Context: an optimization exercise on an open-source flow, tuned for small area, a short achievable clock period and few clock cycles. The choices shown serve that exercise and are no tape-out recipe.
The RTL was checked by simulation tests, not by an equivalence proof against the original design.

==> build 97: inputs <==
==> flow/design.v <==
`default_nettype none
package srt_pkg;
	localparam int DEF_CAPACITY = 32;
	localparam int IDX_W        = 5;
	localparam int NAME_W = 80;
	localparam int REC_W  = 144;
	typedef enum logic [1:0] {
		STATUS_STORED = 2'd0,
		STATUS_FULL   = 2'd1,
		STATUS_LISTED = 2'd2,
		STATUS_EMPTY  = 2'd3
	} status_t;
	typedef enum logic {
		MODE_INSERT = 1'b0,
		MODE_LIST   = 1'b1
	} mode_t;
	typedef struct packed {
		mode_t              mode;
		logic [63:0]        name_head;
		logic [15:0]        name_tail;
		logic signed [31:0] age;
		logic signed [31:0] phone;
	} item_t;
	typedef struct packed {
		status_t            status;
		logic [IDX_W-1:0]   entry_index;
		logic [63:0]        out_name_head;
		logic [15:0]        out_name_tail;
		logic signed [31:0] out_age;
		logic signed [31:0] out_phone;
		logic               last;
	} result_t;
endpackage
`default_nettype wire
`default_nettype none
module srt_ctrl #(
	parameter int CAPACITY = srt_pkg::DEF_CAPACITY
) (
	input  wire logic                    clk,
	input  wire logic                    arst_n,
	input  wire logic                    start,
	input  wire srt_pkg::mode_t          mode,
	input  wire logic [CAPACITY-1:0]     gt,
	output logic                         busy,
	output logic [CAPACITY-1:0]          open,
	output logic [CAPACITY-1:0]          sel,
	output logic                         strobe,
	output srt_pkg::status_t             status,
	output logic [srt_pkg::IDX_W-1:0]    entry_index,
	output logic                         last
);
	localparam int N  = CAPACITY;
	localparam int AW = $clog2(CAPACITY);
	localparam int CW = $clog2(CAPACITY + 1);
	localparam int NG = (N + 7) / 8;
	localparam logic [N-1:0] INJ = (N'(1) << (2 * N / 3)) | (N'(1) << (N / 3)) | N'(1);
	logic [N-1:0]  v_q, v_d;
	logic [AW-1:0] r_q [0:N-1];
	logic [CW-1:0] cnt_q, cnt_d;
	logic          busy_q, busy_d;
	logic [AW-1:0] lbc_q, lbc_d;
	logic [N-1:0]  self1_q, self2_q, self3_q;
	logic          ph3;
	logic [N-1:0]  gtr_q, cmp_q;
	logic [N-1:0]  gt_c, le_c;
	logic [4*NG-1:0] ps_q, ps_d;
	logic          fe1_q, fe2_q, fe3_q;
	logic          emp1_q, emp2_q, emp3_q;
	logic          lw1_q, lw2_q, ll_q;
	logic [AW-1:0] j_q, jl_q, jl1_q, jl2_q;
	logic [AW-1:0] pos, pos_r;
	logic          g_new;
	logic          acc, acc_ins, acc_lst, full;
	logic [N-1:0]  v_prev, avail, pick, inj;    
	logic          busy_slot;
	assign full    = (cnt_q == CW'(N));
	assign acc     = start & ~busy_q;
	assign acc_ins = acc & (mode == srt_pkg::MODE_INSERT) & ~full;
	assign acc_lst = acc & (mode == srt_pkg::MODE_LIST) & (cnt_q != '0);
	assign v_prev = {v_q[N-2:0], v_q[N-1]};
	assign avail  = INJ & ~v_prev;
	assign pick   = avail & (~avail + N'(1));
	assign inj    = pick & {N{acc_ins}};
	assign open   = avail;
	assign v_d    = v_prev | inj;
	assign cnt_d  = cnt_q + CW'(acc_ins);
	assign gt_c = gtr_q & cmp_q;
	assign le_c = ~gtr_q & cmp_q;
	assign ph3   = (self3_q != '0);
	assign g_new = |({gt_c[N-2:0], gt_c[N-1]} & self3_q);
	always_comb begin
		pos = '0;
		for (int g = 0; g < NG; g++) pos = pos + AW'(ps_q[4*g +: 4]);
	end
	assign pos_r = pos + AW'(g_new);
	always_comb begin
		ps_d = '0;
		for (int g = 0; g < NG; g++) begin
			for (int b = 0; b < 8; b++) ps_d[4*g +: 4] = ps_d[4*g +: 4] + 4'(le_c[8*g+b]);
		end
	end
	always_comb begin
		for (int k = 0; k < N; k++) begin
			sel[k] = (ll_q & v_q[k] & ~self1_q[k] & ~self2_q[k] & (r_q[k] == j_q)) | self3_q[k];
		end
	end
	always_comb begin
		if (acc_lst)              lbc_d = AW'(cnt_q - CW'(1));
		else if (lbc_q != '0)     lbc_d = lbc_q - AW'(1);
		else                      lbc_d = '0;
		busy_slot = (cnt_d != CW'(N)) & ~|(INJ & ~{v_d[N-2:0], v_d[N-1]});
	end
	assign busy_d = (lbc_d != '0) | busy_slot;
	always_ff @(posedge clk or negedge arst_n) begin
		if (!arst_n) begin
			v_q         <= '0;
			cnt_q       <= '0;
			busy_q      <= 1'b0;
			lbc_q       <= '0;
			self1_q     <= '0;
			self2_q     <= '0;
			self3_q     <= '0;
			fe1_q       <= 1'b0;
			fe2_q       <= 1'b0;
			fe3_q       <= 1'b0;
			lw1_q       <= 1'b0;
			lw2_q       <= 1'b0;
			ll_q        <= 1'b0;
			strobe      <= 1'b0;
		end else begin
			v_q     <= v_d;
			cnt_q   <= cnt_d;
			busy_q  <= busy_d;
			lbc_q   <= lbc_d;
			self1_q <= inj;
			self2_q <= {self1_q[N-2:0], self1_q[N-1]};
			self3_q <= {self2_q[N-2:0], self2_q[N-1]};
			fe1_q   <= acc & ~acc_ins & ~acc_lst;
			fe2_q   <= fe1_q;
			fe3_q   <= fe2_q;
			lw1_q   <= acc_lst;
			lw2_q   <= lw1_q;
			if (lw2_q)     ll_q <= 1'b1;
			else if (ll_q) ll_q <= (j_q != jl_q);
			strobe  <= ph3 | ll_q | fe3_q;
		end
	end
	always_ff @(posedge clk) begin
		emp1_q <= (mode == srt_pkg::MODE_LIST);
		emp2_q <= emp1_q;
		emp3_q <= emp2_q;
		gtr_q  <= gt;
		cmp_q  <= v_q & ~self1_q & {N{self1_q != '0}};
		ps_q   <= ps_d;
		jl1_q  <= AW'(cnt_q - CW'(1));
		jl2_q  <= jl1_q;
		if (lw2_q) begin
			j_q  <= '0;
			jl_q <= jl2_q;
		end else begin
			j_q  <= j_q + AW'(1);
		end
		for (int k = 0; k < N; k++) begin
			if (self3_q[(k + N - 1) % N])
				r_q[k] <= pos_r;
			else
				r_q[k] <= r_q[(k + N - 1) % N] + AW'(gt_c[(k + N - 2) % N]);
		end
		if (ll_q) begin
			status      <= srt_pkg::STATUS_LISTED;
			entry_index <= j_q;
			last        <= (j_q == jl_q);
		end else if (fe3_q) begin
			status      <= emp3_q ? srt_pkg::STATUS_EMPTY : srt_pkg::STATUS_FULL;
			entry_index <= '0;
			last        <= 1'b1;
		end else begin
			status      <= srt_pkg::STATUS_STORED;
			entry_index <= pos;
			last        <= 1'b1;
		end
	end
	assign busy = busy_q;
endmodule
`default_nettype wire
`default_nettype none
module srt_datapath #(
	parameter int CAPACITY = srt_pkg::DEF_CAPACITY
) (
	input  wire logic                         clk,
	input  wire logic [srt_pkg::NAME_W-1:0]   in_name,
	input  wire logic [63:0]                  in_data,
	input  wire logic [CAPACITY-1:0]          open,
	input  wire logic [CAPACITY-1:0]          sel,
	output logic      [CAPACITY-1:0]          gt,
	output logic      [srt_pkg::REC_W-1:0]    rec_out
);
	localparam int NW = srt_pkg::NAME_W;
	localparam int RW = srt_pkg::REC_W;
	logic [RW-1:0] ring [0:CAPACITY-1];
	logic [NW-1:0] keyn_q;
	logic [NW-1:0] key_q;
	logic [NW-1:0] key_d;
	logic [9:0]    fill;
	always_ff @(posedge clk) begin
		for (int k = 0; k < CAPACITY; k++) begin
			if (open[k]) ring[k] <= {in_name, in_data};
			else         ring[k] <= ring[(k + CAPACITY - 1) % CAPACITY];
		end
	end
	always_comb begin
		fill[0] = 1'b0;
		for (int b = 1; b < 10; b++) begin
			fill[b] = fill[b-1] | (in_name[NW-8*(b-1)-1 -: 8] == 8'h00);
		end
		for (int b = 0; b < 10; b++) begin
			key_d[NW-8*b-1 -: 8] = fill[b] ? 8'hff : in_name[NW-8*b-1 -: 8];
		end
	end
	always_ff @(posedge clk) begin
		keyn_q <= ~key_d;
		key_q  <= key_d;
	end
	for (genvar k = 0; k < CAPACITY; k++) begin : g_cmp
		logic gt_k;
		srt_name_gt u_gt (
			.a  (ring[k][RW-1 -: NW]),
			.kn ((k < CAPACITY / 2) ? keyn_q : ~key_q),
			.gt (gt_k)
		);
		assign gt[k] = gt_k;
	end
	always_comb begin
		rec_out = '0;
		for (int k = 0; k < CAPACITY; k++) begin
			rec_out = rec_out | (ring[k] & {RW{sel[k]}});
		end
	end
endmodule
module srt_name_gt (
	input  wire logic [srt_pkg::NAME_W-1:0] a,
	input  wire logic [srt_pkg::NAME_W-1:0] kn,
	output logic                            gt
);
	localparam int NW = srt_pkg::NAME_W;
	logic [7:0][127:0] g;
	logic [7:0][127:0] e;
	always_comb begin
		g = '0;
		e = '1;
		for (int i = 0; i < NW; i++) begin
			g[0][128-NW+i] = a[i] & kn[i];
			e[0][128-NW+i] = a[i] | kn[i];
		end
		for (int l = 0; l < 7; l++) begin
			for (int i = 0; i < (64 >> l); i++) begin
				g[l+1][i] = g[l][2*i+1] | (e[l][2*i+1] & g[l][2*i]);
				e[l+1][i] = g[l][2*i+1] | (e[l][2*i+1] & e[l][2*i]);
			end
		end
	end
	assign gt = g[7][0];
endmodule
`default_nettype wire
`default_nettype none
module sorted_record_table_core #(
	parameter int CAPACITY = srt_pkg::DEF_CAPACITY
) (
	input  wire logic             clk,
	input  wire logic             arst_n,
	input  wire logic             start,
	input  wire srt_pkg::item_t   item,
	output logic                  busy,
	output logic                  strobe,
	output srt_pkg::result_t      result
);
	logic [CAPACITY-1:0]         open;
	logic [CAPACITY-1:0]         sel;
	logic [CAPACITY-1:0]         gt;
	logic [srt_pkg::REC_W-1:0]   rec_d;
	logic [srt_pkg::REC_W-1:0]   rec_q;
	srt_ctrl #(
		.CAPACITY (CAPACITY)
	) u_ctrl (
		.clk         (clk),
		.arst_n      (arst_n),
		.start       (start),
		.mode        (item.mode),
		.gt          (gt),
		.busy        (busy),
		.open        (open),
		.sel         (sel),
		.strobe      (strobe),
		.status      (result.status),
		.entry_index (result.entry_index),
		.last        (result.last)
	);
	srt_datapath #(
		.CAPACITY (CAPACITY)
	) u_datapath (
		.clk     (clk),
		.in_name ({item.name_head, item.name_tail}),
		.in_data ({item.age, item.phone}),
		.open    (open),
		.sel     (sel),
		.gt      (gt),
		.rec_out (rec_d)
	);
	always_ff @(posedge clk) begin
		rec_q <= rec_d;
	end
	assign result.out_name_head = rec_q[143:80];
	assign result.out_name_tail = rec_q[79:64];
	assign result.out_age       = rec_q[63:32];
	assign result.out_phone     = rec_q[31:0];
endmodule
`default_nettype wire
`default_nettype none
module srt_top (
	input  wire logic        clk,
	input  wire logic        arst_n,
	input  wire logic        start,
	input  wire logic        mode,
	input  wire logic [63:0] name_head,
	input  wire logic [15:0] name_tail,
	input  wire logic [31:0] age,
	input  wire logic [31:0] phone,
	output logic             busy,
	output logic             strobe,
	output logic [1:0]       status,
	output logic [4:0]       entry_index,
	output logic [63:0]      out_name_head,
	output logic [15:0]      out_name_tail,
	output logic [31:0]      out_age,
	output logic [31:0]      out_phone,
	output logic             last
);
	srt_pkg::item_t   item;
	srt_pkg::result_t result;
	assign item.mode      = srt_pkg::mode_t'(mode);
	assign item.name_head = name_head;
	assign item.name_tail = name_tail;
	assign item.age       = age;
	assign item.phone     = phone;
	sorted_record_table_core #(
		.CAPACITY (32)
	) u_core (
		.clk    (clk),
		.arst_n (arst_n),
		.start  (start),
		.item   (item),
		.busy   (busy),
		.strobe (strobe),
		.result (result)
	);
	assign status        = result.status;
	assign entry_index   = result.entry_index;
	assign out_name_head = result.out_name_head;
	assign out_name_tail = result.out_name_tail;
	assign out_age       = result.out_age;
	assign out_phone     = result.out_phone;
	assign last          = result.last;
endmodule
`default_nettype wire
==> flow/run.sh <==
#!/bin/bash
# synth_recipe.tcl (not shown) runs the flow's synth.tcl, then flattens the netlist and writes it again
# the make line also repeats each setting of config.mk as NAME=value (left out here)
make -C /OpenROAD-flow-scripts/flow DESIGN_CONFIG=/design/flow/config.mk WORK_HOME=/design/flow/orfs CLKGATE_MAP_FILE= SYNTH_SCRIPT=/design/flow/synth_recipe.tcl finish
==> flow/config.mk <==
export PLATFORM = sky130hd
export DESIGN_NAME = srt_top
export DESIGN_NICKNAME = srt_top
export VERILOG_FILES = /design/flow/design.v
export SDC_FILE = /design/flow/constraint.sdc
export NUM_CORES = 4
export LEC_CHECK = 0
export CAP_MARGIN = 25
export CORE_MARGIN = 2
export CORE_UTILIZATION = 40
export SETUP_SLACK_MARGIN = 5
export SLEW_MARGIN = 25
export SYNTH_MEMORY_MAX_BITS = 16384
==> flow/constraint.sdc <==
create_clock -name core_clock -period 8.5 [get_ports {clk}]
set_input_delay 1.7000 -clock core_clock [delete_from_list [all_inputs] [get_ports {clk}]]
set_output_delay 1.7000 -clock core_clock [all_outputs]
set_load 0.01 [all_outputs]
==> trial 35: changes against build 97 <==
==> flow/design.v, changed modules only <==
module srt_name_gt (
	input  wire logic [srt_pkg::NAME_W-1:0] a,
	input  wire logic [srt_pkg::NAME_W-1:0] kn,
	output logic                            gt
);
	localparam int NW = srt_pkg::NAME_W;
	localparam int SEG = 16;
	localparam int NS  = NW / SEG;
	logic [5:0][31:0] g;
	logic [5:0][31:0] e;
	logic             gs, es;
	always_comb begin
		g = '0;
		e = '1;
		for (int s = 0; s < NS; s++) begin
			gs = a[SEG*s] & kn[SEG*s];
			es = a[SEG*s] | kn[SEG*s];
			for (int b = 1; b < SEG; b++) begin
				gs = (a[SEG*s+b] & kn[SEG*s+b]) | ((a[SEG*s+b] | kn[SEG*s+b]) & gs);
				es = (a[SEG*s+b] & kn[SEG*s+b]) | ((a[SEG*s+b] | kn[SEG*s+b]) & es);
			end
			g[0][32-NS+s] = gs;
			e[0][32-NS+s] = es;
		end
		for (int l = 0; l < 5; l++) begin
			for (int i = 0; i < (16 >> l); i++) begin
				g[l+1][i] = g[l][2*i+1] | (e[l][2*i+1] & g[l][2*i]);
				e[l+1][i] = g[l][2*i+1] | (e[l][2*i+1] & e[l][2*i]);
			end
		end
	end
	assign gt = g[5][0];
endmodule
- CTS_CLUSTER_DIAMETER: not set -> 60
- CTS_CLUSTER_SIZE: not set -> 20
==> build 21: changes against build 97 <==
==> flow/design.v, changed modules only <==
module srt_ctrl #(
	parameter int CAPACITY = srt_pkg::DEF_CAPACITY
) (
	input  wire logic                    clk,
	input  wire logic                    arst_n,
	input  wire logic                    start,
	input  wire srt_pkg::mode_t          mode,
	input  wire logic [CAPACITY-1:0]     gt,
	output logic                         busy,
	output logic [CAPACITY-1:0]          open,
	output logic [CAPACITY-1:0]          cmp_v,
	output logic [CAPACITY-1:0]          sel,
	output logic                         strobe,
	output srt_pkg::status_t             status,
	output logic [srt_pkg::IDX_W-1:0]    entry_index,
	output logic                         last
);
	localparam int N  = CAPACITY;
	localparam int AW = $clog2(CAPACITY);
	localparam int CW = $clog2(CAPACITY + 1);
	localparam int NG = (N + 7) / 8;
	localparam logic [N-1:0] INJ = (N'(1) << (2 * N / 3)) | (N'(1) << (N / 3)) | N'(1);
	logic [N-1:0]  v_q, v_d;
	logic [AW-1:0] r_q [0:N-1];
	logic [CW-1:0] cnt_q, cnt_d;
	logic          busy_q, busy_d;
	logic [AW-1:0] lbc_q, lbc_d;
	logic [N-1:0]  self1_q, self2_q, self3_q;
	logic          ph3;
	logic [N-1:0]  gt_q;
	logic [N-1:0]  le_q;
	logic [4*NG-1:0] ps_q, ps_d;
	logic          fe1_q, fe2_q, fe3_q;
	logic          emp1_q, emp2_q, emp3_q;
	logic          lw1_q, lw2_q, ll_q;
	logic [AW-1:0] j_q, jl_q, jl1_q, jl2_q;
	logic [AW-1:0] pos, pos_r;
	logic          g_new;
	logic          acc, acc_ins, acc_lst, full;
	logic [N-1:0]  v_prev, avail, pick, inj;    
	logic          busy_slot;
	assign full    = (cnt_q == CW'(N));
	assign acc     = start & ~busy_q;
	assign acc_ins = acc & (mode == srt_pkg::MODE_INSERT) & ~full;
	assign acc_lst = acc & (mode == srt_pkg::MODE_LIST) & (cnt_q != '0);
	assign v_prev = {v_q[N-2:0], v_q[N-1]};
	assign avail  = INJ & ~v_prev;
	assign pick   = avail & (~avail + N'(1));
	assign inj    = pick & {N{acc_ins}};
	assign open   = avail;
	assign v_d    = v_prev | inj;
	assign cnt_d  = cnt_q + CW'(acc_ins);
	assign cmp_v = v_q & {N{self1_q != '0}};
	assign ph3   = (self3_q != '0);
	assign g_new = |({gt_q[N-2:0], gt_q[N-1]} & self3_q);
	always_comb begin
		pos = '0;
		for (int g = 0; g < NG; g++) pos = pos + AW'(ps_q[4*g +: 4]);
	end
	assign pos_r = pos + AW'(g_new);
	always_comb begin
		ps_d = '0;
		for (int g = 0; g < NG; g++) begin
			for (int b = 0; b < 8; b++) ps_d[4*g +: 4] = ps_d[4*g +: 4] + 4'(le_q[8*g+b]);
		end
	end
	always_comb begin
		for (int k = 0; k < N; k++) begin
			sel[k] = (ll_q & v_q[k] & ~self1_q[k] & ~self2_q[k] & (r_q[k] == j_q)) | self3_q[k];
		end
	end
	always_comb begin
		if (acc_lst)              lbc_d = AW'(cnt_q - CW'(1));
		else if (lbc_q != '0)     lbc_d = lbc_q - AW'(1);
		else                      lbc_d = '0;
		busy_slot = (cnt_d != CW'(N)) & ~|(INJ & ~{v_d[N-2:0], v_d[N-1]});
	end
	assign busy_d = (lbc_d != '0) | busy_slot;
	always_ff @(posedge clk or negedge arst_n) begin
		if (!arst_n) begin
			v_q         <= '0;
			cnt_q       <= '0;
			busy_q      <= 1'b0;
			lbc_q       <= '0;
			self1_q     <= '0;
			self2_q     <= '0;
			self3_q     <= '0;
			fe1_q       <= 1'b0;
			fe2_q       <= 1'b0;
			fe3_q       <= 1'b0;
			lw1_q       <= 1'b0;
			lw2_q       <= 1'b0;
			ll_q        <= 1'b0;
			strobe      <= 1'b0;
		end else begin
			v_q     <= v_d;
			cnt_q   <= cnt_d;
			busy_q  <= busy_d;
			lbc_q   <= lbc_d;
			self1_q <= inj;
			self2_q <= {self1_q[N-2:0], self1_q[N-1]};
			self3_q <= {self2_q[N-2:0], self2_q[N-1]};
			fe1_q   <= acc & ~acc_ins & ~acc_lst;
			fe2_q   <= fe1_q;
			fe3_q   <= fe2_q;
			lw1_q   <= acc_lst;
			lw2_q   <= lw1_q;
			if (lw2_q)     ll_q <= 1'b1;
			else if (ll_q) ll_q <= (j_q != jl_q);
			strobe  <= ph3 | ll_q | fe3_q;
		end
	end
	always_ff @(posedge clk) begin
		emp1_q <= (mode == srt_pkg::MODE_LIST);
		emp2_q <= emp1_q;
		emp3_q <= emp2_q;
		gt_q   <= gt;
		le_q   <= v_q & ~gt & ~self1_q;
		ps_q   <= ps_d;
		jl1_q  <= AW'(cnt_q - CW'(1));
		jl2_q  <= jl1_q;
		if (lw2_q) begin
			j_q  <= '0;
			jl_q <= jl2_q;
		end else begin
			j_q  <= j_q + AW'(1);
		end
		for (int k = 0; k < N; k++) begin
			if (self3_q[(k + N - 1) % N])
				r_q[k] <= pos_r;
			else
				r_q[k] <= r_q[(k + N - 1) % N] + AW'(gt_q[(k + N - 2) % N]);
		end
		if (ll_q) begin
			status      <= srt_pkg::STATUS_LISTED;
			entry_index <= j_q;
			last        <= (j_q == jl_q);
		end else if (fe3_q) begin
			status      <= emp3_q ? srt_pkg::STATUS_EMPTY : srt_pkg::STATUS_FULL;
			entry_index <= '0;
			last        <= 1'b1;
		end else begin
			status      <= srt_pkg::STATUS_STORED;
			entry_index <= pos;
			last        <= 1'b1;
		end
	end
	assign busy = busy_q;
endmodule
module srt_datapath #(
	parameter int CAPACITY = srt_pkg::DEF_CAPACITY
) (
	input  wire logic                         clk,
	input  wire logic [srt_pkg::NAME_W-1:0]   in_name,
	input  wire logic [63:0]                  in_data,
	input  wire logic [CAPACITY-1:0]          open,
	input  wire logic [CAPACITY-1:0]          cmp_v,
	input  wire logic [CAPACITY-1:0]          sel,
	output logic      [CAPACITY-1:0]          gt,
	output logic      [srt_pkg::REC_W-1:0]    rec_out
);
	localparam int NW = srt_pkg::NAME_W;
	localparam int RW = srt_pkg::REC_W;
	logic [RW-1:0] ring [0:CAPACITY-1];
	logic [NW-1:0] keyn_q;
	logic [NW-1:0] key_d;
	logic [9:0]    fill;
	always_ff @(posedge clk) begin
		for (int k = 0; k < CAPACITY; k++) begin
			if (open[k]) ring[k] <= {in_name, in_data};
			else         ring[k] <= ring[(k + CAPACITY - 1) % CAPACITY];
		end
	end
	always_comb begin
		fill[0] = 1'b0;
		for (int b = 1; b < 10; b++) begin
			fill[b] = fill[b-1] | (in_name[NW-8*(b-1)-1 -: 8] == 8'h00);
		end
		for (int b = 0; b < 10; b++) begin
			key_d[NW-8*b-1 -: 8] = fill[b] ? 8'hff : in_name[NW-8*b-1 -: 8];
		end
	end
	always_ff @(posedge clk) begin
		keyn_q <= ~key_d;
	end
	for (genvar k = 0; k < CAPACITY; k++) begin : g_cmp
		logic gt_k;
		srt_name_gt u_gt (
			.a  (ring[k][RW-1 -: NW]),
			.kn (keyn_q),
			.gt (gt_k)
		);
		assign gt[k] = cmp_v[k] & gt_k;
	end
	always_comb begin
		rec_out = '0;
		for (int k = 0; k < CAPACITY; k++) begin
			rec_out = rec_out | (ring[k] & {RW{sel[k]}});
		end
	end
endmodule
module sorted_record_table_core #(
	parameter int CAPACITY = srt_pkg::DEF_CAPACITY
) (
	input  wire logic             clk,
	input  wire logic             arst_n,
	input  wire logic             start,
	input  wire srt_pkg::item_t   item,
	output logic                  busy,
	output logic                  strobe,
	output srt_pkg::result_t      result
);
	logic [CAPACITY-1:0]         open;
	logic [CAPACITY-1:0]         cmp_v;
	logic [CAPACITY-1:0]         sel;
	logic [CAPACITY-1:0]         gt;
	logic [srt_pkg::REC_W-1:0]   rec_d;
	logic [srt_pkg::REC_W-1:0]   rec_q;
	srt_ctrl #(
		.CAPACITY (CAPACITY)
	) u_ctrl (
		.clk         (clk),
		.arst_n      (arst_n),
		.start       (start),
		.mode        (item.mode),
		.gt          (gt),
		.busy        (busy),
		.open        (open),
		.cmp_v       (cmp_v),
		.sel         (sel),
		.strobe      (strobe),
		.status      (result.status),
		.entry_index (result.entry_index),
		.last        (result.last)
	);
	srt_datapath #(
		.CAPACITY (CAPACITY)
	) u_datapath (
		.clk     (clk),
		.in_name ({item.name_head, item.name_tail}),
		.in_data ({item.age, item.phone}),
		.open    (open),
		.cmp_v   (cmp_v),
		.sel     (sel),
		.gt      (gt),
		.rec_out (rec_d)
	);
	always_ff @(posedge clk) begin
		rec_q <= rec_d;
	end
	assign result.out_name_head = rec_q[143:80];
	assign result.out_name_tail = rec_q[79:64];
	assign result.out_age       = rec_q[63:32];
	assign result.out_phone     = rec_q[31:0];
endmodule
==> results.cfg <==
[finish]
seq_cells = 5243
signal_buffers = 778

[clock_tree]
clk_latency_ns = 1.11

[yosys]
synth_cell_type_count = 92

[setup_path]
crit_start = u_core.u_datapath.key_q[0]

[timing]
worstMarginPinSlew_ns = 1.31
fmax_mhz = 249

[outcome]
outcome = complete, no violations
The numbers above come from trial 35.

==> results.cfg <==
[outcome]
outcome = complete, no violations

[clock_tree]
clk_latency_ns = 1.15

[power_and_ir_drop]
p_total_mw = 62.4

[floorplanning]
dieHeight_um = 699

[setup_path]
crit_start = u_core.u_datapath.keyn_q[76]
cp.depth = 7

[finish]
dominant_cells = sequential cells
The numbers above come from build 97.

==> results.cfg <==
[outcome]
outcome = complete, no violations

[power_and_ir_drop]
p_per_area_mw_per_mm2 = 274

[finish]
signal_buffers = 910
seq_cells = 5163

[floorplanning]
fp-row-count = 254
ios = 302

[yosys]
synth_cell_type_count = 98

[place]
dp_slack_ns = 2.62

[clock_tree]
clk_latency_ns = 1.20

[timing]
relSlewSlack_pct = 14.0

[setup_path]
required_ns = 9.46
The numbers above come from build 21.

Testbench counts of build 97, summed over its fixed seeds: cycles 4,032.
Testbench counts of trial 35, summed over its fixed seeds: cycles 4,032.
Testbench counts of build 21, summed over its fixed seeds: cycles 4,032.

## port drivers added, routing unchanged
No port has a modelled driver above. Below, the same layouts with a new extraction and two added sets of constraints.
Step 1: set_driving_cell puts a clkbuf_16 on clk and a buf_2 on each other input, an assumption about the parent block.
Step 2, shift: input delay + t, output delay - t, t = (earliest + latest rising clock arrival at the registers) / 2. This alone moves slack from input paths to output paths.
Slacks: no drivers / after step 1 / after step 2; pairs: no drivers / after step 1.
run | t (ns) | setup slack, ns | clock arrival spread, ns
build 97 | 1.244 | 4.753 / 4.753 / 3.749 | 0.085 / 0.085
trial 35 | 1.184 | 4.485 / 4.485 / 3.856 | 0.104 / 0.104
build 21 | 1.245 | 4.815 / 4.815 / 3.845 | 0.188 / 0.188
After both steps every run listed still meets setup and hold. The setup slack of build 97, which loses most, moves by 0.000 ns with the drivers and by -1.004 ns with both steps.
